What follows belongs to an exercise in optimizing a design on an open flow for a short achievable clock period and few clock cycles per item; a production flow would make more cautious choices. Function was checked by simulation only, so behaviour that the tests miss may differ from the original. Power and IR drop assume default switching activity.

File: design/flow/config.mk
export PLATFORM = sky130hd
export DESIGN_NAME = pcie_ingress_top
export DESIGN_NICKNAME = pcie_ingress_top
export VERILOG_FILES = /design/flow/design.v
export SDC_FILE = /design/flow/constraint.sdc
export NUM_CORES = 4
export LEC_CHECK = 0
export CAP_MARGIN = 20
export CORE_AREA = 10 10 370 370
export DIE_AREA = 0 0 380 380
export SETUP_SLACK_MARGIN = 3.3
export SLEW_MARGIN = 20
File: design/flow/constraint.sdc
create_clock -name core_clock -period 5.0 [get_ports {clk}]
set_input_delay 1.0000 -clock core_clock [delete_from_list [all_inputs] [get_ports {clk}]]
set_output_delay 1.0000 -clock core_clock [all_outputs]
set_load 0.01 [all_outputs]
File: design/flow/design.v
`default_nettype none
package pcie_ingress_pkg;
  localparam int BUF_ADDR_W = 11;
  localparam logic [4:0] TYPE_MWR = 5'b00000;
  localparam logic [4:0] TYPE_CPL = 5'b01010;
  localparam logic [1:0] M_HDR   = 2'd0;
  localparam logic [1:0] M_MWR   = 2'd1;
  localparam logic [1:0] M_CPL   = 2'd2;
  localparam logic [1:0] M_DRAIN = 2'd3;
endpackage
`default_nettype wire
`default_nettype none
module ingress_fifo (
  input  wire         clk,
  input  wire         rst,
  input  wire         i_push,
  input  wire [32:0]  i_beat,
  output logic        o_valid,
  output logic [31:0] o_data,
  output logic        o_last,
  output logic        o_credit_return
);
  always_ff @(posedge clk) begin
    if (rst) begin
      o_valid         <= 1'b0;
      o_credit_return <= 1'b0;
    end else begin
      o_valid         <= i_push;
      o_credit_return <= i_push;
    end
  end
  always_ff @(posedge clk) begin
    o_data <= i_beat[32:1];
    o_last <= i_beat[0];
  end
endmodule
`default_nettype wire
`default_nettype none
module tlp_router (
  input  wire         clk,
  input  wire         rst,
  input  wire         i_valid,
  input  wire [31:0]  i_data,
  input  wire         i_last,
  output logic        o_ev,         
  output logic [31:0] o_data,       
  output logic [31:0] o_addr,       
  output logic        o_cpl_we,     
  output logic        o_cpl_first,
  output logic        o_cpl_last,
  output logic [7:0]  o_tag,
  output logic [11:0] o_byte_cnt,
  output logic [9:0]  o_dw_cnt,
  output logic [4:0]  o_lower_dw
);
  logic [1:0] mode;
  logic [1:0] hs;
  logic       first;
  logic       is4;
  logic       is_mwr;
  logic       is_cpld;
  logic       hdr_end;
  assign hdr_end = (hs == 2'd3) || (hs == 2'd2 && !is4);
  always_ff @(posedge clk) begin
    if (rst) begin
      mode        <= pcie_ingress_pkg::M_HDR;
      hs          <= 2'd0;
      first       <= 1'b0;
      o_ev        <= 1'b0;
      o_cpl_we    <= 1'b0;
      o_cpl_last  <= 1'b0;
    end else begin
      o_ev       <= i_valid && (mode == pcie_ingress_pkg::M_MWR) && first;
      o_cpl_we   <= i_valid && (mode == pcie_ingress_pkg::M_CPL);
      o_cpl_last <= i_valid && (mode == pcie_ingress_pkg::M_CPL) && i_last;
      if (i_valid) begin
        if (mode == pcie_ingress_pkg::M_HDR) begin
          if (i_last) begin
            hs <= 2'd0;
          end else if (hdr_end) begin
            hs    <= 2'd0;
            first <= 1'b1;
            mode  <= is_mwr  ? pcie_ingress_pkg::M_MWR :
                     is_cpld ? pcie_ingress_pkg::M_CPL : pcie_ingress_pkg::M_DRAIN;
          end else begin
            hs <= hs + 2'd1;
          end
        end else begin
          first <= 1'b0;
          if (i_last) mode <= pcie_ingress_pkg::M_HDR;
        end
      end
    end
  end
  always_ff @(posedge clk) begin
    o_data      <= i_data;
    o_cpl_first <= first;
    if (i_valid && mode == pcie_ingress_pkg::M_HDR) begin
      if (hs == 2'd0) begin
        is4      <= i_data[29];
        is_mwr   <= (i_data[28:24] == pcie_ingress_pkg::TYPE_MWR) && i_data[30];
        is_cpld  <= (i_data[28:24] == pcie_ingress_pkg::TYPE_CPL) && (i_data[30:29] == 2'b10);
        o_dw_cnt <= i_data[9:0];
      end
      if (hs == 2'd1) o_byte_cnt <= i_data[11:0];
      if (hs == 2'd2) begin
        o_tag      <= i_data[15:8];
        o_lower_dw <= i_data[6:2];
      end
      if (hs[1]) o_addr <= i_data;
    end
  end
endmodule
`default_nettype wire
`default_nettype none
module ctrl_reg_decoder (
  input  wire          clk,
  input  wire          rst,
  input  wire [31:0]   i_control_addr_base,
  input  wire          i_ev,
  input  wire [31:0]   i_data,
  input  wire [31:0]   i_addr,
  output logic [225:0] o_regs,
  output logic         o_reg_write_stb,
  output logic         o_update_buf_stb,
  output logic [38:0]  o_cmd
);
  logic [31:0] base_q;
  logic [29:0] nb;
  always_ff @(posedge clk) begin
    base_q <= i_control_addr_base;
    nb     <= ~base_q[31:2] + 30'(base_q[1:0] == 2'b00);
  end
  logic [29:0] a;
  logic [21:0] ux;
  logic [21:0] uo;
  logic [7:0]  s1;
  logic        c1;
  logic        t1;
  logic        x1;
  assign a  = i_addr[31:2];
  assign ux = a[29:8] ^ nb[29:8];
  assign uo = a[29:8] | nb[29:8];
  always_ff @(posedge clk) begin
    {c1, s1} <= {1'b0, a[7:0]} + {1'b0, nb[7:0]};
    t1       <= &(~(ux[21:1] ^ uo[20:0]));
    x1       <= ux[0];
  end
  logic       up_zero;
  logic       setup2;     
  logic       lowreg2;    
  logic       cmdwin2;    
  logic [3:0] s2;
  assign up_zero = t1 && (x1 == c1);
  always_ff @(posedge clk) begin
    setup2  <= up_zero && !s1[7];
    lowreg2 <= up_zero && (s1[7:3] == 5'd0);
    cmdwin2 <= up_zero && (s1[7:4] == 4'h8) && (s1[3:0] <= 4'd10);
    s2      <= s1[3:0];
  end
  logic        ev3;
  logic [31:0] data3;
  always_ff @(posedge clk) begin
    if (rst) ev3 <= 1'b0;
    else     ev3 <= i_ev;
    data3 <= i_data;
  end
  logic        rws4;
  logic        ubs4;
  logic        cmd4;
  logic [7:0]  en4;
  logic [1:0]  ubv4;
  logic [2:0]  kind4;
  logic [1:0]  sel4;
  logic        fifo4;
  logic [31:0] data4;
  logic [2:0]  dkind;
  logic [1:0]  dsel;
  logic        dfifo;
  always_comb begin
    dkind = 3'd5;
    dsel  = 2'd0;
    dfifo = 1'b0;
    if (cmdwin2) begin
      case (s2)
        4'd0:    begin dkind = 3'd0; dsel = 2'd0; dfifo = 1'b0; end
        4'd1:    begin dkind = 3'd1; dsel = 2'd1; dfifo = 1'b0; end
        4'd2:    begin dkind = 3'd1; dsel = 2'd1; dfifo = 1'b1; end
        4'd3:    begin dkind = 3'd2; dsel = 2'd1; dfifo = 1'b0; end
        4'd4:    begin dkind = 3'd2; dsel = 2'd1; dfifo = 1'b1; end
        4'd5:    begin dkind = 3'd1; dsel = 2'd2; dfifo = 1'b0; end
        4'd6:    begin dkind = 3'd2; dsel = 2'd2; dfifo = 1'b0; end
        4'd7:    begin dkind = 3'd1; dsel = 2'd3; dfifo = 1'b0; end
        4'd8:    begin dkind = 3'd2; dsel = 2'd3; dfifo = 1'b0; end
        4'd9:    begin dkind = 3'd3; dsel = 2'd0; dfifo = 1'b0; end
        4'd10:   begin dkind = 3'd4; dsel = 2'd0; dfifo = 1'b0; end
        default: ;
      endcase
    end
  end
  always_ff @(posedge clk) begin
    if (rst) begin
      rws4 <= 1'b0;
      ubs4 <= 1'b0;
      cmd4 <= 1'b0;
      en4  <= 8'd0;
    end else begin
      rws4 <= ev3 && setup2;
      cmd4 <= ev3 && !setup2;
      ubs4 <= ev3 && (!setup2 || (lowreg2 && s2[2:0] == 3'd1));
      for (int k = 0; k < 8; k++) en4[k] <= ev3 && lowreg2 && (s2[2:0] == 3'(k));
    end
    ubv4  <= setup2 ? data3[1:0] : 2'b00;
    kind4 <= dkind;
    sel4  <= dsel;
    fifo4 <= dfifo;
    data4 <= data3;
  end
  logic        cmd_stb;
  logic [2:0]  cmd_kind;
  logic [1:0]  cmd_sel;
  logic        cmd_fifo;
  logic [31:0] cmd_data;
  always_ff @(posedge clk) begin
    if (rst) begin
      o_regs           <= '0;
      o_reg_write_stb  <= 1'b0;
      o_update_buf_stb <= 1'b0;
      cmd_stb          <= 1'b0;
    end else begin
      o_reg_write_stb  <= rws4;
      o_update_buf_stb <= ubs4;
      cmd_stb          <= cmd4;
      if (en4[0]) o_regs[225:194] <= data4;
      if (en4[2]) o_regs[193:162] <= data4;
      if (en4[3]) o_regs[161:130] <= data4;
      if (en4[4]) o_regs[129:98]  <= data4;
      if (en4[5]) o_regs[97:66]   <= data4;
      if (en4[6]) o_regs[65:34]   <= data4;
      if (en4[7]) o_regs[33:2]    <= data4;
      if (ubs4)   o_regs[1:0]     <= ubv4;
    end
  end
  always_ff @(posedge clk) begin
    cmd_kind <= kind4;
    cmd_sel  <= sel4;
    cmd_fifo <= fifo4;
    cmd_data <= data4;
  end
  assign o_cmd = {cmd_stb, cmd_kind, cmd_sel, cmd_fifo, cmd_data};
endmodule
`default_nettype wire
`default_nettype none
module cpl_buffer_writer (
  input  wire         clk,
  input  wire         rst,
  input  wire         i_we,
  input  wire         i_first,
  input  wire         i_last,
  input  wire [31:0]  i_data,
  input  wire [7:0]   i_tag,
  input  wire [11:0]  i_byte_cnt,
  input  wire [9:0]   i_dw_cnt,
  input  wire [4:0]   i_lower_dw,
  input  wire [10:0]  i_buf_offset,
  output logic [43:0] o_buf,
  output logic [30:0] o_cplt
);
  logic [10:0] off_q;
  logic [10:0] start;
  logic        we;
  logic [10:0] addr;
  logic [31:0] data;
  logic        cplt_stb;
  logic [7:0]  tag;
  logic [11:0] byte_cnt;
  logic [9:0]  dw_cnt;
  always_ff @(posedge clk) begin
    off_q <= i_buf_offset;
    start <= off_q + 11'(i_lower_dw);
  end
  always_ff @(posedge clk) begin
    if (rst) begin
      we       <= 1'b0;
      cplt_stb <= 1'b0;
    end else begin
      we       <= i_we;
      cplt_stb <= i_we && i_last;
    end
  end
  always_ff @(posedge clk) begin
    data     <= i_data;
    tag      <= i_tag;
    byte_cnt <= i_byte_cnt;
    dw_cnt   <= i_dw_cnt;
    if (i_we) addr <= i_first ? start : addr + 11'd1;
  end
  assign o_buf  = {we, addr, data};
  assign o_cplt = {cplt_stb, tag, byte_cnt, dw_cnt};
endmodule
`default_nettype wire
`default_nettype none
module pcie_ingress_top (
  input  wire                                    clk,
  input  wire                                    rst,
  input  wire                                    i_beat_valid,
  input  wire [32:0]                             i_beat,
  input  wire [31:0]                             i_control_addr_base,
  input  wire [pcie_ingress_pkg::BUF_ADDR_W-1:0] i_buf_offset,
  output logic                                   o_credit_return,
  output logic [225:0]                           o_regs,
  output logic                                   o_reg_write_stb,
  output logic                                   o_update_buf_stb,
  output logic [38:0]                            o_cmd,
  output logic [43:0]                            o_buf,
  output logic [30:0]                            o_cplt
);
  logic        b_valid;
  logic [31:0] b_data;
  logic        b_last;
  logic        ev;
  logic [31:0] r_data;
  logic [31:0] r_addr;
  logic        cpl_we;
  logic        cpl_first;
  logic        cpl_last;
  logic [7:0]  tag;
  logic [11:0] byte_cnt;
  logic [9:0]  dw_cnt;
  logic [4:0]  lower_dw;
  ingress_fifo u_fifo (
    .clk             (clk),
    .rst             (rst),
    .i_push          (i_beat_valid),
    .i_beat          (i_beat),
    .o_valid         (b_valid),
    .o_data          (b_data),
    .o_last          (b_last),
    .o_credit_return (o_credit_return)
  );
  tlp_router u_router (
    .clk         (clk),
    .rst         (rst),
    .i_valid     (b_valid),
    .i_data      (b_data),
    .i_last      (b_last),
    .o_ev        (ev),
    .o_data      (r_data),
    .o_addr      (r_addr),
    .o_cpl_we    (cpl_we),
    .o_cpl_first (cpl_first),
    .o_cpl_last  (cpl_last),
    .o_tag       (tag),
    .o_byte_cnt  (byte_cnt),
    .o_dw_cnt    (dw_cnt),
    .o_lower_dw  (lower_dw)
  );
  ctrl_reg_decoder u_reg_dec (
    .clk                 (clk),
    .rst                 (rst),
    .i_control_addr_base (i_control_addr_base),
    .i_ev                (ev),
    .i_data              (r_data),
    .i_addr              (r_addr),
    .o_regs              (o_regs),
    .o_reg_write_stb     (o_reg_write_stb),
    .o_update_buf_stb    (o_update_buf_stb),
    .o_cmd               (o_cmd)
  );
  cpl_buffer_writer u_cpl_wr (
    .clk          (clk),
    .rst          (rst),
    .i_we         (cpl_we),
    .i_first      (cpl_first),
    .i_last       (cpl_last),
    .i_data       (r_data),
    .i_tag        (tag),
    .i_byte_cnt   (byte_cnt),
    .i_dw_cnt     (dw_cnt),
    .i_lower_dw   (lower_dw),
    .i_buf_offset (i_buf_offset),
    .o_buf        (o_buf),
    .o_cplt       (o_cplt)
  );
endmodule
`default_nettype wire
File: design/flow/run.sh
#!/bin/bash
# synth_recipe.tcl (not shown) runs the flow's synth.tcl, then flattens the netlist and writes it again
# the make line also repeats each setting of config.mk as NAME=value (left out here)
make -C /OpenROAD-flow-scripts/flow DESIGN_CONFIG=/design/flow/config.mk WORK_HOME=/design/flow/orfs CLKGATE_MAP_FILE= SYNTH_SCRIPT=/design/flow/synth_recipe.tcl finish
==> results of run 1 <==
-- state kept, by name (all words and copies together) (netlist names), 4 cells and up --
register	flops
u_cpl_wr.addr	11
u_cpl_wr.byte_cnt	12
u_cpl_wr.data	32
u_cpl_wr.dw_cnt	10
u_cpl_wr.off_q	11
u_cpl_wr.start	11
u_cpl_wr.tag	8
u_fifo.o_data	32
u_reg_dec.base_q	32
u_reg_dec.cmd_data	32
u_reg_dec.data4	32
u_reg_dec.en4	7
u_reg_dec.nb	30
u_reg_dec.o_regs	226
u_reg_dec.s1	8
u_reg_dec.s2	4
u_router.o_addr	30
u_router.o_byte_cnt	12
u_router.o_data	32
u_router.o_dw_cnt	10
u_router.o_lower_dw	5
u_router.o_tag	8
-- layer usage --
metal  routed length [microns]  vias up
li1                          -     6131
met1                     28800     5905
met2                     29700      386
met3                      5890      103
met4                      1930       14
met5                        89        -
-- through the flow --
stage | setup slack (ns) | hold slack, ns | area [sq um]
global route | 2.67 | 0.322 | 29800
CTS | 2.67 | 0.319 | 29400
finish | 2.77 | 0.314 | 29900
floorplan | 3.05 | 0.310 | 19800
global placement | 2.53 | 0.310 | 25900
detailed placement | 2.52 | 0.312 | 25900
-- power groups by stage --
stage | logic [W] | registers, W | clock network, W
finish | 0.000338 | 0.00547 | 0.00531
global route | 0.000369 | 0.00549 | 0.00571
floorplan | 0.000144 | 0.00551 | 0
global placement | 0.000314 | 0.00558 | 0
detailed placement | 0.000315 | 0.00558 | 0
CTS | 0.000327 | 0.00548 | 0.00551
-- kinds of logic after synthesis --
logic type	count (synthesis)
compound gates	47
xor+xnor	75
fa+ha+maj	47
buf+inv	128
flops	638
mux	228
simple gates	385
-- cell usage in the layout, fill, tap and decap left out, drive strengths merged, types with 2 or more instances in the layout --
cell type and count:
nor3b 4, edfxtp 79, clkinv 19, nor2 258
xor2 17, clkdlybuf4s50 77, nand4 3, o211ai 2
a211oi 5, clkbuf 96, nand2b 2, nor2b 10
xnor2 58, nor3 20, dfxtp 559, or2 4
bufinv 4, a21oi 12, a21o 3, nand2 31
ha 45, mux2i 227, clkinvlp 2, and3 9
o21ai 19, or3 7, and2 13, nand3 7
fa 2, diode 4, buf 404, nor4 13
or4 2, nor4b 2, inv 67
-- worst paths after layout --
kind | startpoint | endpoint | slack [ns] | cells past startpoint
setup / recovery | u_cpl_wr.addr[6] | o_buf[38] | 2.77 | 1
hold / removal | u_router.o_data[10] | u_cpl_wr.data[10] | 0.31 | 0
setup reg to reg | u_reg_dec.base_q[19] | u_reg_dec.nb[25] | 2.96 | 5
hold reg to reg | u_router.o_data[10] | u_cpl_wr.data[10] | 0.31 | 0
-- layout make-up --
| class | count | area [sq um] | share of cell area (%) |
|---|---|---|---|
| sequential | 638 | 14000 | 46.9 |
| multi-input combinational | 785 | 6050 | 20.2 |
| timing repair buffer | 482 | 4980 | 16.7 |
| tap | 1742 | 2180 | 7.30 |
| clock buffer | 95 | 1990 | 6.65 |
| clock inverter | 31 | 434 | 1.45 |
| inverter | 61 | 229 | 0.767 |
| antenna | 4 | 10.0 | 0.0335 |
-- Yosys cell counts, drive strengths merged, types with 4 or more instances --
cell type	number	area share, %
o21ai	19	0.48
nand3	7	0.18
xor2	17	0.76
nor2	257	4.9
and3	9	0.29
nor3b	4	0.15
or3	7	0.23
clkbuf	39	0.75
nor3	20	0.61
ha	45	2.9
mux2i	227	12
inv	61	1.2
nor4	13	0.60
edfxtp	79	12
xnor2	58	2.6
and2	13	0.41
nand2	30	0.57
a211oi	5	0.19
buf	28	0.66
nor2b	10	0.32
a21oi	12	0.31
dfxtp	559	57
-- what timing repair did --
action / in CTS / in global routing
cloned: 2 / 1
resized for setup: 2111 / 85
hold buffers: 0 / 0
endpoints found under the setup margin: 537 / 425
pin swaps: 22 / 35
setup buffers: 37 / 18
==> reports/qor.csv, run 1 <==
stage,metric,value,unit
finish,Non-Filler Instances,3838,
synth,Synth Area in Compound Gates,1.42,%
cts,total clock sinks,638,
finish,share of cells above drive strength 1,43.7,%
floorplan,Die Ht,380,microns
synth,post-synthesis xor/xnor area fraction,3.35,%
critical_path,critical path peak fanout,2,
global_route,M1 GR Usage,10.8,%
sta,number of max-slew violations in the final report,0,
synth,"Seq/Total Area, Yosys",69.1,%
power,power share of the clock group,47.8,%
sta,final hold vios,0,
global_route,routing usage on met3,3.49,%
floorplan,IO Pins,422,
critical_path,cells along the critical path,buf_2,
sta,relative slew slack,34.7,%
sta,RSZ-0062 raised after global routing,yes,
route,1st-iter DRT viols,589,
floorplan,# rows,132,
critical_path,crit-path leading delay family,flip-flops,
power,Reg power frac,49.2,%
route,drt first pass iters,4,
route,vias per std cell,3.27,
synth,post-synthesis simple-gate area fraction,8.89,%
critical_path,Critical-path top delay cell,edfxtp_1,
worst_hold_path,HP Class,reg -> reg,
synth,Yosys warning count,4,
global_route,largest net degree at the start of global routing,107,
route,Post-DRT Antenna Nets,0,
global_route,GRT overflow,0,
critical_path,Critical Path RT,4.00,ns
synth,#FFs+latches synth,638,
power,pwr dens,372,nW/um^2
route,Total Wirelength,66.4,mm
synth,Synth cell types,48,
critical_path,Crit. End Element,output pin,
placement,# port buffers,421,
power,VDD IR max,271,uV
critical_path,Buf/Inv on CP,1,
finish,final core occ,23.1,%
cts,Clock H-tree levels,3,
cts,root buffer cell,clkbuf_16,
run,max cap viols,0,
synth,Adder-Cell Fraction of Synth Area,3.07,%
route,# DRC,0,
global_route,antenna violations before repair,16,
sta,fmax,448,MHz
placement,post-placement cell count,3650,
sta,Worst Tran Pin Value,0.980,ns
floorplan,Initial Utilization,15.2,%
sta,period utilization,44.6,%
global_route,global-route wire length before repair,92.1,mm
cts,cts bufs inserted,70,
synth,Mapped Area,19600,sq um
power,switching pwr,0.00256,W
finish,# fillers,13700,
cts,CTS tree,yes,
power,leakage,11.3,nW
run_status,status,"complete, no violations",
finish,Nets,2164,
power,Comb power frac,3.0,%
critical_path,"slowest stage delay, CP",0.41,ns
synth,syn avg cell area,12.7,sq um
critical_path,crit start category,flop,
floorplan,Core Area,129000,sq um
global_route,global routing usage on met2,13.8,%
global_route,gr busiest metal,met2,
sta,final setup violation count,0,
sta,min Tclk post-route,2.23,ns
finish,synth-to-layout area growth,52.1,%
synth,Post-synth EDFFs,79,
critical_path,Worst EP arrival,1.23,ns
power,Power Total,0.0111,W
synth,Synth Net Count,1674,
cts,CTS Buffer Depth,3,
synth,Syn Inst Count,1548,
placement,Final GP Congestion,0.723,
global_route,vias in the first global route,12600,
placement,HPWL Detailed,47.7,mm
cts,clock latency (worst-skew pair),0.67,ns
synth,post-synthesis mux area share,11.6,%
synth,Main synth FF type,dfxtp_1,
power,sw frac,23.0,%
route,routed len/inst,17.3,microns
sta,clk_skew,0.0450,ns
synth,largest family of logic cells by synthesized area,multiplexers,
critical_path,critical setup path kind,reg -> out,
floorplan,Die ar.,144000,sq um
power,Internal Power,0.00857,W
sta,TNS Setup,0,ns
cts,clock-pin slew on the worst setup and hold paths,0.06,ns
global_route,total track usage,8.80,%
floorplan,die width,380,microns
route,vias,12500,
synth,asr flop ratio synth,0,%
Testbench counts, summed over its fixed seeds: cycles 18,144, items 2,400.
==> run 2, diff against run 1 <==
--- a/design/flow/config.mk
+++ b/design/flow/config.mk
@@ -8,5 +8,4 @@
 export CAP_MARGIN = 20
 export CORE_AREA = 10 10 370 370
 export DIE_AREA = 0 0 380 380
-export SETUP_SLACK_MARGIN = 3.3
 export SLEW_MARGIN = 20
==> run 2 against run 1 <==
Net effect: still clean on timing, DRC and antenna; global-route usage decreased by 0.079 points; sequential power hardly changed; first-iteration DRC count is 14% lower; clock-buffer cell count rose by 4; clock skew shrank 0.021 ns; area after synthesis did not move; critical path depth unchanged; synthesized cell count is the same; critical endpoint is now o_credit_return; highest routed layer unchanged.
==> reports/qor.csv, run 2 <==
stage,metric,value,unit,change
run_status,status,"complete, no violations",,
cts,CTS Hold Bufs,0,,unchanged
finish,share of cells above drive strength 1,6.86,%,-37 points
synth,asr flop ratio synth,0,%,unchanged
power,pwr dens,393,nW/um^2,+5.6%
route,# DRC,0,,unchanged
placement,HPWL Detailed,48.7,mm,+2.2%
synth,"count leader, synth",dfxtp_1,,
critical_path,Critical R2R Launch,u_reg_dec.base_q[9],,
finish,"commonest non-fill, non-tap cells in the layout","dfxtp_1, clkdlybuf4s50_1, nor2_1",,
route,drt first pass iters,5,,+1
route,Post-DRT Antenna Nets,0,,unchanged
worst_hold_path,hold path start,u_router.o_data[5],,
sta,fmax,352,MHz,-22%
synth,"top cells by count, synth","dfxtp_1, nor2_1, mux2i_1",,
critical_path,critical setup path kind,reg -> out,,
finish,final core occ,21.9,%,-1.2 points
route,Total Wirelength,65.2,mm,-1.9%
finish,max reg flops,226,,unchanged
floorplan,die width,380,microns,unchanged
critical_path,Crit. End Element,output pin,,
floorplan,Core Area,129000,sq um,unchanged
critical_path,critical path peak fanout,13,,+11
critical_path,crit-path leading delay family,buffers and inverters,,
critical_path,Critical-path top delay cell,clkdlybuf4s50_1,,
synth,Yosys top cell area share,57.0,%,unchanged
floorplan,Die ar.,144000,sq um,unchanged
worst_hold_path,Worst Hold Path Cells,0,,unchanged
floorplan,# rows,132,,unchanged
placement,# port buffers,421,,unchanged
cts,root buffer cell,clkbuf_16,,
sta,number of max-slew violations in the final report,0,,unchanged
critical_path,crit start category,flop,,
critical_path,cells along the critical path,clkdlybuf4s50_1,,
cts,clock-pin slew on the worst setup and hold paths,0.06,ns,about the same
critical_path,reg-to-reg setup timing slack,2.77,ns,-0.19 ns
synth,Main synth FF type,dfxtp_1,,
synth,Synth Net Count,1674,,unchanged
sta,clk_skew,0.0236,ns,-0.0214 ns
critical_path,Critical Path RT,4.00,ns,about the same
worst_hold_path,HP Class,reg -> reg,,
finish,"commonest non-fill, non-tap cell in the layout",dfxtp_1,,
placement,Final GP Congestion,0.739,,+2.3%
route,vias per std cell,3.22,,-1.3%
global_route,vias in the first global route,12400,,-1.8%
power,Power Total,0.0111,W,about the same
synth,Synth area leader,dfxtp_1,,
cts,cts bufs inserted,73,,+4.3%
cts,Clock H-tree levels,3,,unchanged
cts,CTS Buffer Depth,3,,unchanged
sta,Worst Tran Pin Value,1.02,ns,+0.0373 ns
sta,final setup violation count,0,,unchanged
cts,Post-CTS Setup Bufs,0,,-100%
floorplan,IO Pins,422,,unchanged
global_route,GRT overflow,0,,unchanged
cts,total clock sinks,638,,unchanged
placement,post-placement cell count,3650,,unchanged
sta,TNS Setup,0,ns,unchanged
synth,Yosys warning count,4,,unchanged
synth,#FFs+latches synth,638,,unchanged
finish,Non-Filler Instances,3788,,-1.3%
worst_hold_path,worst hold path endpoint,u_cpl_wr.data[5],,
floorplan,Initial Utilization,15.2,%,unchanged
global_route,total track usage,8.72,%,-0.079 points
cts,CTS tree,yes,,
sta,min Tclk post-route,2.84,ns,+0.612 ns
global_route,antenna violations before repair,18,,+2
finish,largest register by flop count,u_reg_dec.o_regs,,
critical_path,Worst R2R Path Depth,5,,unchanged
critical_path,"slowest stage delay, CP",0.63,ns,+0.22 ns
power,leakage,9.92,nW,-12%
cts,post-cts sizing count,0,,-100%
synth,"Seq/Total Area, Yosys",69.1,%,unchanged
sta,RSZ-0062 raised after global routing,no,,
sta,relative slew slack,32.2,%,-2.5 points
finish,synth-to-layout area growth,43.9,%,
route,vias,12200,,-2.6%
critical_path,Buf/Inv on CP,1,,unchanged
finish,Nets,2109,,-2.5%
critical_path,Worst EP arrival,1.84,ns,+0.61 ns
synth,Post-synth EDFFs,79,,unchanged
route,routed len/inst,17.2,microns,-0.62%
sta,final hold vios,0,,unchanged
synth,Mapped Area,19600,sq um,unchanged
route,1st-iter DRT viols,504,,-14%
synth,syn avg cell area,12.7,sq um,unchanged
synth,Syn Inst Count,1548,,unchanged
cts,clock latency (worst-skew pair),0.64,ns,-0.03 ns
power,VDD IR max,247,uV,-9.1%
synth,Synth cell types,48,,unchanged
critical_path,Reg2Reg Capture Point,u_reg_dec.nb[29],,
floorplan,Die Ht,380,microns,unchanged
global_route,largest net degree at the start of global routing,118,,+10%
sta,period utilization,56.9,%,+12 points
global_route,global-route wire length before repair,91.0,mm,-1.2%
run,max cap viols,0,,unchanged
synth,ranking of synthesized cells by area,"dfxtp_1, edfxtp_1, mux2i_1, nor2_1, ha_1",,
==> run 2: cell count changes in the layout (fill, tap and decap cells not counted), sizes merged <==
cell / change
inv: +2
buf: -398
clkbuf: +4
clkinvlp: +1
diode: +1
bufinv: +1
nand2: -1
clkdlybuf4s50: +343
or2: -1
nor2: -1
clkinv: -1
==> run 2: how the worst max path moves through the flow <==
stage | startpoint | endpoint | slack, ns | cells after the start
6_report | u_fifo.o_credit_return | o_credit_return | 2.16 | 1
5_1_grt | u_fifo.o_credit_return | o_credit_return | 2.07 | 1
3_3_place_gp | rst | u_reg_dec.o_regs[172] | 2.43 | 3
4_1_cts | u_fifo.o_credit_return | o_credit_return | 2.08 | 1
3_5_place_dp | rst | u_reg_dec.o_regs[172] | 2.43 | 3
2_1_floorplan | u_router.mode[1] | u_router.o_addr[10] | 2.59 | 3
==> run 2: final cells by class <==
cell class | instances | area, sq um
well taps | 1742 | 2180
clock buffers | 99 | 2030
repair buffers | 427 | 4280
inverters | 61 | 229
fillers | 13900 | 101000
flip-flops and latches | 638 | 13600
diodes | 5 | 12.5
multi-input cells | 782 | 5580
clock inverters | 34 | 383
==> run 2: cell families (layout without fill, tap and decap cells) <==
kind of cell | after synthesis | in the layout | synth area share, %
AOI/OAI and AO/OA | 47 | 47 | 1.42
buffers and inverters | 128 | 621 | 2.57
muxes | 228 | 228 | 11.6
xor gates and xnor gates | 75 | 75 | 3.35
other | 0 | 5 | 0
and+or+nand+nor | 385 | 385 | 8.89
DFF | 638 | 638 | 69.1
adders and majority gates | 47 | 47 | 3.07
==> run 2: routing by layer <==
metal  up-vias  share of wire [%]  routed length [microns]  GRT usage, %
li1       6016                  -                        -             -
met1      5698                 44                    29000          10.6
met2       377                 44                    28800          13.7
met3       100                8.7                     5640          3.51
met4        18                2.5                     1630          3.25
met5         -               0.19                      121             0
==> run 2: power breakdown <==
group | switching [W] | internal, W
clock network | 0.00220 | 0.00314
registers | 0.000145 | 0.00532
logic | 0.000141 | 0.000171
==> run 2: metrics by stage <==
step | cell area (sq um) | hold slack (ns) | worst slack, ns
after detailed placement | 25800 | 0.312 | 2.43
after global placement | 25800 | 0.310 | 2.43
after CTS | 28200 | 0.316 | 2.08
final | 28300 | 0.323 | 2.16
after floorplan | 19600 | 0.310 | 2.59
after global routing | 28200 | 0.331 | 2.07
==> run 3, diff against run 2 <==
--- a/design/flow/config.mk
+++ b/design/flow/config.mk
@@ -6,6 +6,7 @@
 export NUM_CORES = 4
 export LEC_CHECK = 0
 export CAP_MARGIN = 20
-export CORE_AREA = 10 10 370 370
-export DIE_AREA = 0 0 380 380
+export CORE_AREA = 5 5 225 225
+export DIE_AREA = 0 0 230 230
+export SETUP_SLACK_MARGIN = 3.3
 export SLEW_MARGIN = 20
==> run 3 against run 2 <==
Net effect: critical path depth is the same; still clean on timing, DRC and antenna; global-route usage up 10 points; wire length down 20%; cell count shrank 29%.
==> reports/qor.csv, run 3 <==
stage,metric,value,unit,change
run_status,status,"complete, no violations",,
critical_path,worst setup path start,u_cpl_wr.addr[2],,
route,drt first pass iters,4,,-1
floorplan,die width,230,microns,-39%
synth,Mapped Area,19600,sq um,unchanged
sta,relative slew slack,52.2,%,+20 points
synth,"top cells by count, synth","dfxtp_1, nor2_1, mux2i_1",,
route,vias,12400,,+1.6%
power,VDD IR max,246,uV,about the same
floorplan,Core Area,47800,sq um,-63%
run,max cap viols,0,,unchanged
sta,Worst Tran Pin Value,0.717,ns,-0.301 ns
route,vias per std cell,4.60,,+43%
sta,min Tclk post-route,2.19,ns,-0.650 ns
floorplan,Initial Utilization,41.0,%,+26 points
critical_path,reg-to-reg setup timing slack,2.90,ns,+0.13 ns
synth,"count leader, synth",dfxtp_1,,
critical_path,Worst EP arrival,1.19,ns,-0.65 ns
synth,Synth area leader,dfxtp_1,,
cts,CTS Hold Bufs,0,,unchanged
sta,TNS Setup,0,ns,unchanged
power,pwr dens,374,nW/um^2,-4.9%
critical_path,Crit path depth,1,,unchanged
global_route,largest net degree at the start of global routing,134,,+14%
power,leakage,11.2,nW,+13%
cts,CTS tree,yes,,
sta,clk_skew,0.0207,ns,-0.00293 ns
global_route,global-route wire length before repair,76.9,mm,-15%
route,routed len/inst,19.3,microns,+12%
sta,final hold vios,0,,unchanged
cts,CTS Buffer Depth,3,,unchanged
cts,clock-pin slew on the worst setup and hold paths,0.06,ns,about the same
global_route,antenna violations before repair,2,,-16
finish,largest register by flop count,u_reg_dec.o_regs,,
route,1st-iter DRT viols,604,,+20%
critical_path,Reg2Reg Capture Point,u_reg_dec.nb[25],,
finish,synth-to-layout area growth,42.8,%,
sta,number of max-slew violations in the final report,0,,unchanged
finish,# fillers,3912,,-72%
finish,share of cells above drive strength 1,42.7,%,+36 points
synth,ranking of synthesized cells by area,"dfxtp_1, edfxtp_1, mux2i_1, nor2_1, ha_1",,
worst_hold_path,HP Class,reg -> reg,,
critical_path,"slowest stage delay, CP",0.42,ns,-0.21 ns
sta,RSZ-0062 raised after global routing,yes,,
synth,Yosys warning count,4,,unchanged
synth,#FFs+latches synth,638,,unchanged
global_route,total track usage,18.8,%,+10 points
placement,post-placement cell count,2525,,-31%
cts,total clock sinks,638,,unchanged
finish,Non-Filler Instances,2697,,-29%
synth,"Seq/Total Area, Yosys",69.1,%,unchanged
global_route,vias in the first global route,12300,,-0.53%
sta,final setup violation count,0,,unchanged
floorplan,Die Ht,230,microns,-39%
cts,Clock H-tree levels,2,,-1
synth,asr flop ratio synth,0,%,unchanged
critical_path,Critical R2R Launch,u_reg_dec.base_q[10],,
critical_path,critical setup path kind,reg -> out,,
global_route,GRT overflow,0,,unchanged
cts,root buffer cell,clkbuf_16,,
synth,Main synth FF type,dfxtp_1,,
sta,period utilization,43.9,%,-13 points
finish,"commonest non-fill, non-tap cells in the layout","dfxtp_2, buf_6, nor2_1",,
critical_path,Buf/Inv on CP,1,,unchanged
finish,"commonest non-fill, non-tap cell in the layout",dfxtp_2,,
cts,clock latency (worst-skew pair),0.62,ns,-0.02 ns
placement,Final GP Congestion,0.772,,+4.4%
finish,Nets,2156,,+2.2%
critical_path,Critical Path RT,4.00,ns,about the same
critical_path,critical path peak fanout,2,,-11
floorplan,Die ar.,52900,sq um,-63%
finish,max reg flops,226,,unchanged
synth,Post-synth EDFFs,79,,unchanged
synth,syn avg cell area,12.7,sq um,unchanged
critical_path,worst setup path end,o_buf[34],,
synth,Syn Inst Count,1548,,unchanged
critical_path,crit start category,flop,,
synth,Yosys top cell area share,57.0,%,unchanged
critical_path,Crit. End Element,output pin,,
finish,register area,14000,sq um,+2.9%
route,# DRC,0,,unchanged
route,Post-DRT Antenna Nets,0,,unchanged
worst_hold_path,Worst Hold Path Cells,0,,unchanged
sta,fmax,456,MHz,+30%
finish,area taken by multi-input logic gates,5940,sq um,+6.5%
critical_path,Worst R2R Path Depth,5,,unchanged
floorplan,IO Pins,422,,unchanged
critical_path,crit-path leading delay family,flip-flops,,
synth,Synth cell types,48,,unchanged
critical_path,cells along the critical path,buf_2,,
critical_path,Critical-path top delay cell,edfxtp_1,,
finish,fin area,28000,sq um,-0.79%
placement,placed cell areas,24500,sq um,-5.4%
route,Total Wirelength,52.0,mm,-20%
cts,cts bufs inserted,61,,-16%
floorplan,# rows,80,,-39%
placement,# port buffers,421,,unchanged
placement,HPWL Detailed,35.9,mm,-26%
synth,Synth Net Count,1674,,unchanged
-- run 3: cell counts after synthesis --
Identical to the previous run, type by type.
-- run 3: per-stage QoR --
step,worst slack (ns),util [%],hold slack [ns],power (W)
finish,2.81,58.6,0.324,0.0105
global route,2.74,58.6,0.329,0.0109
CTS,2.74,57.9,0.325,0.0106
detailed placement,2.45,51.1,0.312,0.00586
global placement,2.49,51.1,0.310,0.00586
floorplan,3.05,-,0.310,0.00566
-- run 3: how the worst min path moves through the flow --
stage	slack [ns]	startpoint	endpoint
floorplan	0.31	u_router.o_data[0]	u_cpl_wr.data[0]
global placement	0.31	u_router.o_data[12]	u_cpl_wr.data[12]
detailed placement	0.31	u_router.o_data[12]	u_cpl_wr.data[12]
CTS	0.33	u_router.o_data[12]	u_cpl_wr.data[12]
global route	0.33	u_router.o_data[19]	u_cpl_wr.data[19]
finish	0.32	u_router.o_data[7]	u_cpl_wr.data[7]
-- run 3: kinds of logic (layout without fill, tap and decap cells) --
family	count (synthesis)	in the layout	synth area share [%]
DFF	638	638	69.1
buffers and inverters	128	658	2.57
and+or+nand+nor	385	387	8.89
adders and majority gates	47	47	3.07
other	0	2	0
muxes	228	228	11.6
xor gates and xnor gates	75	75	3.35
AOI/OAI and AO/OA	47	47	1.42
-- run 3: final cells by class --
class	instances	area share, %
Clock inverter	26	1.19
Sequential cell	638	49.8
Tap cell	615	2.74
Multi-Input combinational cell	784	21.2
Clock buffer	87	6.37
Inverter	61	0.817
Antenna cell	2	0.0178
Timing Repair Buffer	484	17.8
-- run 3: repair_timing --
| item | in CTS | in global routing |
|---|---|---|
| buffers inserted | 44 | 11 |
| setup endpoints to repair | 554 | 410 |
| cloned | 2 | 0 |
| pin swaps | 23 | 23 |
| gates resized for setup | 2121 | 56 |
-- run 3: per-layer routing --
metal  GRT usage (%)  vias to the layer above  share of wire (%)
met5               0                        -              0.038
met2            30.7                      335                 47
li1                -                     6087                  -
met3            4.05                       88                5.2
met4            7.49                        2                3.3
met1            24.4                     5894                 44
-- run 3: power breakdown --
group | leakage (nW) | switching [W] | total, W | internal (W)
Sequential | 5.45 | 0.000127 | 0.00545 | 0.00532
Clock | 1.03 | 0.00195 | 0.00471 | 0.00276
Combinational | 4.68 | 0.000147 | 0.000328 | 0.000180
Total | 11.2 | 0.00222 | 0.0105 | 0.00826
==> run 4, diff against run 3 <==
--- a/design/flow/config.mk
+++ b/design/flow/config.mk
@@ -7,6 +7,8 @@
 export LEC_CHECK = 0
 export CAP_MARGIN = 20
 export CORE_AREA = 5 5 225 225
+export CTS_CLUSTER_DIAMETER = 60
+export CTS_CLUSTER_SIZE = 30
 export DIE_AREA = 0 0 230 230
 export SETUP_SLACK_MARGIN = 3.3
 export SLEW_MARGIN = 20
==> run 4 against run 3 <==
Net effect: critical endpoint is now o_buf[33]; highest routed layer unchanged; core utilization shrank 1.4 points; combinational power is essentially flat; non-clock buffer count grew 8; global-route usage shrank 0.35 points; via count shrank 1.4%.
==> reports/qor.csv, run 4 <==
stage,metric,value,unit,change
floorplan,Core Area,47800,sq um,unchanged
run,max cap viols,0,,unchanged
global_route,GRT overflow,0,,unchanged
route,vias,12200,,-1.4%
floorplan,Die Ht,230,microns,unchanged
route,drt first pass iters,4,,unchanged
synth,#FFs+latches synth,638,,unchanged
critical_path,crit start category,flop,,
floorplan,die width,230,microns,unchanged
route,Post-DRT Antenna Nets,0,,unchanged
route,1st-iter DRT viols,615,,+1.8%
sta,period utilization,43.3,%,-0.55 points
global_route,largest net degree at the start of global routing,134,,unchanged
route,Total Wirelength,51.2,mm,-1.4%
floorplan,IO Pins,422,,unchanged
cts,CTS tree,yes,,
synth,ranking of synthesized cells by area,"dfxtp_1, edfxtp_1, mux2i_1, nor2_1, ha_1",,
finish,max reg flops,226,,unchanged
synth,"count leader, synth",dfxtp_1,,
power,VDD IR max,234,uV,-4.9%
floorplan,# rows,80,,unchanged
placement,# port buffers,421,,unchanged
sta,clk_skew,0.0276,ns,+0.00690 ns
worst_hold_path,hold path start,u_router.o_data[7],,
global_route,vias in the first global route,11900,,-2.9%
route,# DRC,0,,unchanged
critical_path,Crit. End Element,output pin,,
floorplan,Die ar.,52900,sq um,unchanged
critical_path,critical setup path kind,reg -> out,,
placement,Final GP Congestion,0.772,,unchanged
finish,"commonest non-fill, non-tap cells in the layout","dfxtp_2, buf_6, nor2_1",,
sta,RSZ-0062 raised after global routing,yes,,
route,routed len/inst,19.3,microns,about the same
synth,Yosys warning count,4,,unchanged
critical_path,Critical Path RT,4.00,ns,about the same
sta,final hold vios,0,,unchanged
global_route,antenna violations before repair,2,,unchanged
critical_path,crit-path leading delay family,flip-flops,,
synth,Synth Net Count,1674,,unchanged
sta,relative slew slack,52.7,%,+0.45 points
cts,CTS Buffer Depth,3,,unchanged
synth,Yosys top cell area share,57.0,%,unchanged
finish,largest register by flop count,u_reg_dec.o_regs,,
global_route,global-route wire length before repair,75.5,mm,-1.8%
power,pwr dens,342,nW/um^2,-8.7%
cts,total clock sinks,638,,unchanged
critical_path,Buf/Inv on CP,1,,unchanged
sta,final setup margin,2.83,ns,+0.0275 ns
placement,placed cell areas,24500,sq um,unchanged
sta,number of max-slew violations in the final report,0,,unchanged
finish,"commonest non-fill, non-tap cell in the layout",dfxtp_2,,
synth,Syn Inst Count,1548,,unchanged
synth,"top cells by count, synth","dfxtp_1, nor2_1, mux2i_1",,
critical_path,cells along the critical path,buf_6,,
sta,TNS Setup,0,ns,unchanged
synth,Post-synth EDFFs,79,,unchanged
synth,Synth area leader,dfxtp_1,,
finish,fin area,27400,sq um,-2.3%
sta,Worst Tran Pin Value,0.710,ns,-0.00670 ns
synth,asr flop ratio synth,0,%,unchanged
cts,Clock H-tree levels,2,,unchanged
synth,Mapped Area,19600,sq um,unchanged
critical_path,Worst EP arrival,1.17,ns,-0.02 ns
synth,syn avg cell area,12.7,sq um,unchanged
power,leakage,10.9,nW,-2.7%
critical_path,Critical-path top delay cell,edfxtp_1,,
sta,final setup violation count,0,,unchanged
critical_path,critical path peak fanout,3,,+1
critical_path,Critical R2R Launch,u_reg_dec.base_q[21],,
synth,Synth cell types,48,,unchanged
run_status,status,"complete, no violations",,
sta,min Tclk post-route,2.17,ns,-0.0275 ns
placement,HPWL Detailed,35.9,mm,unchanged
cts,root buffer cell,clkbuf_16,,
finish,synth-to-layout area growth,39.5,%,
finish,share of cells above drive strength 1,42.5,%,-0.20 points
finish,Nets,2141,,-0.70%
synth,Main synth FF type,dfxtp_1,,
floorplan,Initial Utilization,41.0,%,unchanged
critical_path,"slowest stage delay, CP",0.45,ns,+0.03 ns
cts,clock-pin slew on the worst setup and hold paths,0.10,ns,+0.04 ns
cts,clock latency (worst-skew pair),0.58,ns,-0.04 ns
sta,fmax,462,MHz,+1.3%
critical_path,worst setup path start,u_cpl_wr.addr[1],,
route,vias per std cell,4.60,,about the same
global_route,total track usage,18.4,%,-0.35 points
placement,worst slack at placement,2.45,ns,unchanged
synth,"Seq/Total Area, Yosys",69.1,%,unchanged
worst_hold_path,HP Class,reg -> reg,,
cts,cts bufs inserted,38,,-38%
[run 4: cell counts after synthesis]
Identical to the previous run, type by type.
[run 4: area by class of cell]
class                      count  area (sq um)
inverter                      61           229
multi-input combinational    784          5970
timing repair buffer         492          5050
sequential                   638         14000
clock inverter                24           319
tap                          615           769
fill                        3990         20500
antenna                        1          2.50
clock buffer                  46          1070
[run 4: path summary, 6_finish.rpt]
check / end / cells past startpoint / slack (ns)
worst max register to register: u_reg_dec.nb[25] / 5 / 2.98
worst max-delay path: o_buf[33] / 1 / 2.83
worst min-delay path: u_cpl_wr.data[7] / 0 / 0.32
worst min register to register: u_cpl_wr.data[7] / 0 / 0.32
[run 4: kinds of logic after synthesis]
family	Yosys count	share of synthesized area, %
muxes	228	11.6
buffers and inverters	128	2.57
and+or+nand+nor	385	8.89
DFF	638	69.1
adders and majority gates	47	3.07
xor gates and xnor gates	75	3.35
AOI/OAI and AO/OA	47	1.42
[run 4: routing by layer]
layer / GRT usage [%] / vias up / share of wire (%)
met5: 0 / - / 0.039
met4: 6.82 / 2 / 3.1
met3: 3.58 / 72 / 4.8
met2: 30.2 / 306 / 47
met1: 24.3 / 5812 / 45
li1: - / 6045 / -
[run 4: per-stage QoR]
step	hold WS [ns]	util [%]	power [W]	instances
6_report	0.317	57.2	0.00936	2661
3_5_place_dp	0.312	51.1	0.00586	2525
5_1_grt	0.323	57.2	0.00971	2661
3_3_place_gp	0.310	51.1	0.00586	2525
4_1_cts	0.318	56.4	0.00945	2642
2_1_floorplan	0.310	-	0.00566	1548
[run 4: report_power, final]
| part | leakage [nW] | internal [W] | switching [W] | total, W |
|---|---|---|---|---|
| sequential | 5.45 | 0.00531 | 0.000125 | 0.00544 |
| combinational | 4.74 | 0.000182 | 0.000147 | 0.000329 |
| clock | 0.672 | 0.00171 | 0.00188 | 0.00359 |
| total | 10.9 | 0.00721 | 0.00215 | 0.00936 |
[run 4: timing repair]
item                       4_1_cts  5_1_grt
setup endpoints to repair      554      414
pin swaps                       24       30
setup buffers                   46       17
gates cloned                     1        1
resized for setup             2133       64
hold buffers                     0        0
==> run 5, diff against run 4 <==
--- a/design/flow/design.v
+++ b/design/flow/design.v
@@ -127,10 +127,12 @@
 );
   logic [31:0] base_q;
   logic [29:0] nb;
+  logic        nb_cin;
   always_ff @(posedge clk) begin
     base_q <= i_control_addr_base;
-    nb     <= ~base_q[31:2] + 30'(base_q[1:0] == 2'b00);
   end
+  assign nb     = ~base_q[31:2];
+  assign nb_cin = (base_q[1:0] == 2'b00);
   logic [29:0] a;
   logic [21:0] ux;
   logic [21:0] uo;
@@ -142,7 +144,7 @@
   assign ux = a[29:8] ^ nb[29:8];
   assign uo = a[29:8] | nb[29:8];
   always_ff @(posedge clk) begin
-    {c1, s1} <= {1'b0, a[7:0]} + {1'b0, nb[7:0]};
+    {c1, s1} <= {1'b0, a[7:0]} + {1'b0, nb[7:0]} + 9'(nb_cin);
     t1       <= &(~(ux[21:1] ^ uo[20:0]));
     x1       <= ux[0];
   end
@@ -270,6 +272,7 @@
   logic [10:0] start;
   logic        we;
   logic [10:0] addr;
+  logic [10:0] nxt;
   logic [31:0] data;
   logic        cplt_stb;
   logic [7:0]  tag;
@@ -293,7 +296,8 @@
     tag      <= i_tag;
     byte_cnt <= i_byte_cnt;
     dw_cnt   <= i_dw_cnt;
-    if (i_we) addr <= i_first ? start : addr + 11'd1;
+    addr <= i_first ? start : nxt;
+    if (i_we) nxt <= (i_first ? start : nxt) + 11'd1;
   end
   assign o_buf  = {we, addr, data};
   assign o_cplt = {cplt_stb, tag, byte_cnt, dw_cnt};
--- a/design/flow/config.mk
+++ b/design/flow/config.mk
@@ -7,8 +7,6 @@
 export LEC_CHECK = 0
 export CAP_MARGIN = 20
 export CORE_AREA = 5 5 225 225
-export CTS_CLUSTER_DIAMETER = 60
-export CTS_CLUSTER_SIZE = 30
 export DIE_AREA = 0 0 230 230
 export SETUP_SLACK_MARGIN = 3.3
 export SLEW_MARGIN = 20
==> run 5 against run 4 <==
Net effect: flip-flop and latch count shrank 19; power grew 6.3%; clock skew shrank 0.0070 ns; maximum frequency grew 2.8%; worst hold slack gained 0.0058 ns; critical path type unchanged.
==> reports/qor.csv, run 5 <==
stage,metric,value,unit,change
finish,share of cells above drive strength 1,44.4,%,+1.8 points
power,power share of the clock group,44.2,%,+5.9 points
finish,max reg flops,226,,unchanged
cts,CTS tree,yes,,
placement,# port buffers,421,,unchanged
floorplan,die width,230,microns,unchanged
synth,Synth Net Count,1550,,-7.4%
route,routed len/inst,19.2,microns,-0.24%
cts,cts bufs inserted,60,,+58%
synth,Yosys top cell area share,57.7,%,+0.73 points
cts,total clock sinks,619,,-3.0%
global_route,global-route wire length before repair,74.1,mm,-1.9%
synth,syn avg cell area,13.1,sq um,+3.5%
sta,RSZ-0062 raised after global routing,yes,,
floorplan,Die ar.,52900,sq um,unchanged
cts,clock-pin slew on the worst setup and hold paths,0.06,ns,-0.04 ns
sta,final setup violation count,0,,unchanged
finish,synth-to-layout area growth,43.1,%,
cts,CTS Buffer Depth,3,,unchanged
run,max cap viols,0,,unchanged
synth,Synth area leader,dfxtp_1,,
synth,"count leader, synth",dfxtp_1,,
sta,min Tclk post-route,2.11,ns,-0.0598 ns
worst_hold_path,hold path start,u_router.o_data[16],,
sta,TNS Setup,0,ns,unchanged
synth,Yosys warning count,4,,unchanged
critical_path,"slowest stage delay, CP",0.39,ns,-0.06 ns
synth,Post-synth EDFFs,79,,unchanged
sta,final hold vios,0,,unchanged
route,vias per std cell,4.54,,-1.3%
critical_path,Crit. End Element,output pin,,
synth,Syn Inst Count,1426,,-7.9%
route,Total Wirelength,49.6,mm,-3.2%
power,Comb power frac,2.9,%,-0.6 points
synth,"Seq/Total Area, Yosys",70.4,%,+1.3 points
floorplan,IO Pins,422,,unchanged
route,# DRC,0,,unchanged
route,drt first pass iters,5,,+1
power,Internal Power,0.00788,W,+9.3%
sta,relative slew slack,51.3,%,-1.4 points
critical_path,worst setup path start,u_cpl_wr.data[12],,
critical_path,critical setup path kind,reg -> out,,
power,leakage,10.7,nW,-1.5%
global_route,GRT overflow,0,,unchanged
synth,asr flop ratio synth,0,%,unchanged
critical_path,crit-path leading delay family,flip-flops,,
finish,"commonest non-fill, non-tap cell in the layout",buf_6,,
power,sw frac,20.8,%,-2.1 points
global_route,total track usage,18.1,%,-0.30 points
power,switching pwr,0.00207,W,-3.6%
sta,clk_skew,0.0206,ns,-0.00697 ns
synth,Main synth FF type,dfxtp_1,,
critical_path,Critical Path RT,4.00,ns,about the same
run_status,status,"complete, no violations",,
finish,largest register by flop count,u_reg_dec.o_regs,,
global_route,antenna violations before repair,1,,-1
synth,Mapped Area,18700,sq um,-4.6%
finish,"commonest non-fill, non-tap cells in the layout","buf_6, dfxtp_2, nor2_1",,
finish,Nets,2040,,-4.7%
critical_path,Buf/Inv on CP,1,,unchanged
critical_path,Worst EP arrival,1.11,ns,-0.06 ns
cts,root buffer cell,clkbuf_16,,
sta,number of max-slew violations in the final report,0,,unchanged
critical_path,critical path peak fanout,2,,-1
sta,fmax,475,MHz,+2.8%
power,Reg power frac,52.9,%,-5.2 points
route,vias,11700,,-4.2%
cts,Clock H-tree levels,2,,unchanged
floorplan,Initial Utilization,39.1,%,-1.9 points
critical_path,cells along the critical path,buf_6,,
power,VDD IR max,257,uV,+9.9%
floorplan,Core Area,47800,sq um,unchanged
worst_hold_path,HP Class,reg -> reg,,
placement,HPWL Detailed,34.8,mm,-3.0%
cts,clock latency (worst-skew pair),0.60,ns,+0.02 ns
finish,final core occ,56.0,%,-1.2 points
finish,# fillers,3999,,+0.23%
floorplan,# rows,80,,unchanged
floorplan,Die Ht,230,microns,unchanged
route,Post-DRT Antenna Nets,0,,unchanged
sta,period utilization,42.1,%,-1.2 points
critical_path,Critical-path top delay cell,dfxtp_4,,
global_route,largest net degree at the start of global routing,123,,-8.2%
sta,Worst Tran Pin Value,0.730,ns,+0.0204 ns
critical_path,Critical R2R Launch,u_reg_dec.base_q[1],,
global_route,vias in the first global route,11800,,-1.5%
power,pwr dens,371,nW/um^2,+8.6%
synth,"top cells by count, synth","dfxtp_1, nor2_1, mux2i_1",,
finish,Antenna Cells,0,,-1
synth,ranking of synthesized cells by area,"dfxtp_1, edfxtp_1, mux2i_1, nor2_1, ha_1",,
placement,Final GP Congestion,0.800,,+3.7%
critical_path,crit start category,flop,,
synth,#FFs+latches synth,619,,-3.0%
synth,Synth cell types,52,,+8.3%
route,1st-iter DRT viols,599,,-2.6%
-- run 5: timing repair --
action                      CTS  global route
pin swaps                    16            22
hold buffers                  0             0
resized for setup          2087            47
setup endpoints to repair   553           367
buffers inserted             38            22
cloned                        1             0
-- run 5: logic make-up (layout without fill, tap and decap cells) --
group | after synthesis | in the layout | share of synthesized area, %
DFF | 619 | 619 | 70.4
and+or+nand+nor | 327 | 328 | 7.58
muxes | 238 | 238 | 12.8
buffers and inverters | 111 | 652 | 2.51
xor gates and xnor gates | 46 | 46 | 2.15
adders and majority gates | 45 | 45 | 3.13
AOI/OAI and AO/OA | 40 | 40 | 1.44
-- run 5: per-layer routing --
metal	track usage (%)	up-vias	wire, microns
met5	0	-	0
met2	29.9	338	23600
li1	-	5717	-
met4	6.07	0	1370
met1	23.7	5592	21700
met3	4.06	80	2940
-- run 5: worst paths after layout --
check | to | slack [ns] | cells past startpoint
hold reg to reg | u_cpl_wr.data[16] | 0.32 | 0
setup / recovery | o_buf[12] | 2.89 | 1
hold / removal | u_cpl_wr.data[16] | 0.32 | 0
setup reg to reg | u_reg_dec.c1 | 3.11 | 9
-- run 5: worst reg2reg max path, stage by stage, from the launching register on --
cell      delay [ns]
dfxtp_2         0.31
or2_4           0.24
fa_2            0.36
inv_2           0.06
fa_2            0.19
a21o_1          0.12
a21oi_2         0.06
o211ai_1        0.24
a21oi_1         0.11
o21bai_1        0.13
-- run 5: final cells by class --
type | count | area, sq um | share of cell area (%)
clock buffers | 93 | 1790 | 6.67
clock inverters | 21 | 168 | 0.625
inverters | 47 | 176 | 0.658
multi-input cells | 697 | 5230 | 19.5
flip-flops and latches | 619 | 13600 | 50.8
well taps | 615 | 769 | 2.87
repair buffers | 491 | 5060 | 18.9
-- run 5: power groups by stage --
stage	sequential [W]	clock (W)	combinational, W
finish	0.00526	0.00440	0.000290
global route	0.00527	0.00472	0.000317
CTS	0.00526	0.00451	0.000284
detailed placement	0.00537	0	0.000281
global placement	0.00537	0	0.000278
floorplan	0.00533	0	0.000119
-- run 5: through the flow --
stage | worst slack (ns) | hold slack (ns) | power, W | cells | cell area [sq um]
6_report | 2.89 | 0.322 | 0.00995 | 2583 | 26800
3_3_place_gp | 2.41 | 0.311 | 0.00564 | 2408 | 23500
2_1_floorplan | 3.24 | 0.310 | 0.00545 | 1426 | 18800
4_1_cts | 2.84 | 0.322 | 0.0101 | 2561 | 26500
3_5_place_dp | 2.37 | 0.312 | 0.00565 | 2408 | 23500
5_1_grt | 2.84 | 0.328 | 0.0103 | 2583 | 26800
Testbench counts of run 5, summed over its fixed seeds: cycles 18,144, items 2,400.
==> run 6, diff against run 5 <==
--- a/design/flow/config.mk
+++ b/design/flow/config.mk
@@ -7,6 +7,8 @@
 export LEC_CHECK = 0
 export CAP_MARGIN = 20
 export CORE_AREA = 5 5 225 225
+export CTS_CLUSTER_DIAMETER = 60
+export CTS_CLUSTER_SIZE = 30
 export DIE_AREA = 0 0 230 230
 export SETUP_SLACK_MARGIN = 3.3
 export SLEW_MARGIN = 20
==> run 6 against run 5 <==
Net effect: combinational power barely moved; die area is the same; highest routed layer unchanged; core utilization is 1.4 points lower; synthesized cell count is the same; critical path depth stayed put.
==> reports/qor.csv, run 6 <==
stage,metric,value,unit,change
floorplan,Initial Utilization,39.1,%,unchanged
global_route,vias in the first global route,11400,,-2.7%
global_route,antenna violations before repair,2,,+1
route,vias,11500,,-1.8%
finish,register area,13600,sq um,about the same
cts,CTS tree,yes,,
cts,total clock sinks,619,,unchanged
synth,ranking of synthesized cells by area,"dfxtp_1, edfxtp_1, mux2i_1, nor2_1, ha_1",,
sta,final setup violation count,0,,unchanged
cts,clock-pin slew on the worst setup and hold paths,0.10,ns,+0.04 ns
synth,Syn Inst Count,1426,,unchanged
critical_path,Crit. End Element,output pin,,
synth,#FFs+latches synth,619,,unchanged
finish,share of cells above drive strength 1,43.8,%,-0.61 points
global_route,GRT overflow,0,,unchanged
finish,synth-to-layout area growth,39.5,%,
route,Post-DRT Antenna Nets,0,,unchanged
power,VDD IR max,252,uV,-2.1%
cts,clock latency (worst-skew pair),0.58,ns,-0.02 ns
finish,fin area,26100,sq um,-2.5%
synth,Synth cell types,52,,unchanged
finish,area taken by multi-input logic gates,5230,sq um,about the same
floorplan,Die Ht,230,microns,unchanged
critical_path,critical path peak fanout,2,,unchanged
cts,CTS Buffer Depth,3,,unchanged
power,pwr dens,346,nW/um^2,-6.9%
sta,period utilization,41.8,%,-0.34 points
floorplan,Die ar.,52900,sq um,unchanged
global_route,total track usage,17.9,%,-0.23 points
placement,# port buffers,421,,unchanged
synth,Synth area leader,dfxtp_1,,
synth,Post-synth EDFFs,79,,unchanged
critical_path,crit-path leading delay family,flip-flops,,
sta,final hold vios,0,,unchanged
sta,relative slew slack,51.1,%,-0.21 points
cts,Clock H-tree levels,2,,unchanged
synth,"top cells by count, synth","dfxtp_1, nor2_1, mux2i_1",,
synth,syn avg cell area,13.1,sq um,unchanged
route,1st-iter DRT viols,661,,+10%
critical_path,Critical Path RT,4.00,ns,about the same
critical_path,Critical-path top delay cell,dfxtp_4,,
route,vias per std cell,4.55,,+0.27%
synth,Main synth FF type,dfxtp_1,,
synth,"count leader, synth",dfxtp_1,,
sta,TNS Setup,0,ns,unchanged
sta,fmax,479,MHz,+0.81%
placement,placed cell areas,23500,sq um,unchanged
worst_hold_path,HP Class,reg -> reg,,
cts,CTS Hold Bufs,0,,unchanged
critical_path,reg-to-reg setup timing slack,3.08,ns,-0.03 ns
route,drt first pass iters,4,,-1
run_status,status,"complete, no violations",,
cts,cts bufs inserted,37,,-38%
critical_path,"slowest stage delay, CP",0.40,ns,about the same
placement,HPWL Detailed,34.8,mm,unchanged
critical_path,cells along the critical path,buf_6,,
route,# DRC,0,,unchanged
route,routed len/inst,19.3,microns,+0.69%
floorplan,# rows,80,,unchanged
floorplan,IO Pins,422,,unchanged
critical_path,Buf/Inv on CP,1,,unchanged
finish,# fillers,4068,,+1.7%
finish,max reg flops,226,,unchanged
critical_path,crit start category,flop,,
floorplan,Core Area,47800,sq um,unchanged
critical_path,critical setup path kind,reg -> out,,
floorplan,die width,230,microns,unchanged
synth,Synth Net Count,1550,,unchanged
synth,"Seq/Total Area, Yosys",70.4,%,unchanged
finish,Nets,2008,,-1.6%
route,Total Wirelength,48.9,mm,-1.4%
placement,Final GP Congestion,0.800,,unchanged
finish,largest register by flop count,u_reg_dec.o_regs,,
critical_path,Worst EP arrival,1.09,ns,-0.02 ns
finish,"commonest non-fill, non-tap cells in the layout","buf_6, dfxtp_2, nor2_1",,
sta,RSZ-0062 raised after global routing,yes,,
sta,clk_skew,0.0321,ns,+0.0115 ns
finish,final core occ,54.6,%,-1.4 points
sta,number of max-slew violations in the final report,0,,unchanged
power,leakage,10.3,nW,-3.5%
finish,"commonest non-fill, non-tap cell in the layout",buf_6,,
global_route,global-route wire length before repair,72.9,mm,-1.6%
synth,asr flop ratio synth,0,%,unchanged
cts,root buffer cell,clkbuf_16,,
synth,Yosys warning count,4,,unchanged
synth,Mapped Area,18700,sq um,unchanged
run,max cap viols,0,,unchanged
global_route,largest net degree at the start of global routing,123,,unchanged
sta,min Tclk post-route,2.09,ns,-0.0170 ns
synth,Yosys top cell area share,57.7,%,unchanged
sta,Worst Tran Pin Value,0.733,ns,+0.00311 ns
-- run 6: cell families after synthesis --
family,count (synthesis),share of synthesized area (%)
AOI/OAI and AO/OA,40,1.44
xor gates and xnor gates,46,2.15
adders and majority gates,45,3.13
buffers and inverters,111,2.51
DFF,619,70.4
muxes,238,12.8
and+or+nand+nor,327,7.58
-- run 6: final timing paths --
kind | depth (start not counted) | start | to
max | 1 | u_cpl_wr.data[12] | o_buf[12]
min | 0 | u_router.o_data[17] | u_cpl_wr.data[17]
max reg2reg | 9 | u_reg_dec.base_q[1] | u_reg_dec.c1
min reg2reg | 0 | u_router.o_data[17] | u_cpl_wr.data[17]
-- run 6: final cells by class --
class                           instances  area share, %
Antenna cell                            1        0.00958
Clock buffer                           41           3.84
Clock inverter                         27           1.36
Inverter                               47          0.675
Multi-Input combinational cell        697           20.0
Sequential cell                       619           52.1
Tap cell                              615           2.95
Timing Repair Buffer                  482           19.0
-- run 6: repair_timing --
action / in CTS / in global routing
pin swaps: 20 / 18
setup endpoints to repair: 553 / 394
resized for setup: 2095 / 38
gates cloned: 1 / 0
buffers inserted: 35 / 16
-- run 6: through the flow --
| stage | hold slack, ns | setup slack (ns) | std cells | power [W] |
|---|---|---|---|---|
| 2_1_floorplan | 0.310 | 3.24 | 1426 | 0.00545 |
| 3_3_place_gp | 0.311 | 2.41 | 2408 | 0.00564 |
| 3_5_place_dp | 0.312 | 2.37 | 2408 | 0.00565 |
| 4_1_cts | 0.322 | 2.87 | 2512 | 0.00914 |
| 5_1_grt | 0.323 | 2.87 | 2529 | 0.00937 |
| 6_report | 0.314 | 2.91 | 2529 | 0.00903 |
-- run 6: where the power goes --
group          leakage, nW  internal [W]  switching (W)
registers             5.30       0.00514       0.000107
clock network        0.662       0.00167        0.00182
logic                 4.38      0.000163       0.000126
total                 10.3       0.00697        0.00206
-- run 6: layer usage --
layer | part of all wire, % | vias up | track usage (%) | wire length [microns]
li1 | - | 5639 | - | -
met4 | 3.2 | 0 | 6.26 | 1540
met1 | 44 | 5484 | 23.6 | 21500
met2 | 47 | 310 | 29.3 | 23100
met3 | 5.6 | 80 | 3.80 | 2740
met5 | 0 | - | 0 | 0

## re-timing with driven ports
In the flow no input, the clock included, has a driving cell. The finished layouts below were timed again as built, in two steps.
Step 1 assumes that a clkbuf_16 drives the clock port and a buf_2 every other input.
Step 2 adds t to the input delays and takes it off the output delays; t is the mean of the earliest and latest rising clock arrival at the registers after step 1. Input paths then give back, and output paths get back, about the clock's delay inside the block.
Three values: ideal, step 1, step 2; two values: the first two.
run | t (ns) | setup slack, ns | cell pins on the clock port's net
run 1 | 0.697 | 2.769 / 2.716 / 2.702 | 1
run 2 | 0.686 | 2.157 / 2.103 / 2.445 | 1
run 3 | 0.666 | 2.807 / 2.753 / 2.696 | 1
run 4 | 0.620 | 2.834 / 2.780 / 2.727 | 1
run 5 | 0.649 | 2.894 / 2.839 / 2.764 | 1
run 6 | 0.623 | 2.911 / 2.857 / 2.766 | 1
After both steps every run listed still meets setup and hold. For run 6, which loses most, drivers alone change the setup slack by -0.054 ns; drivers and shift together by -0.145 ns.
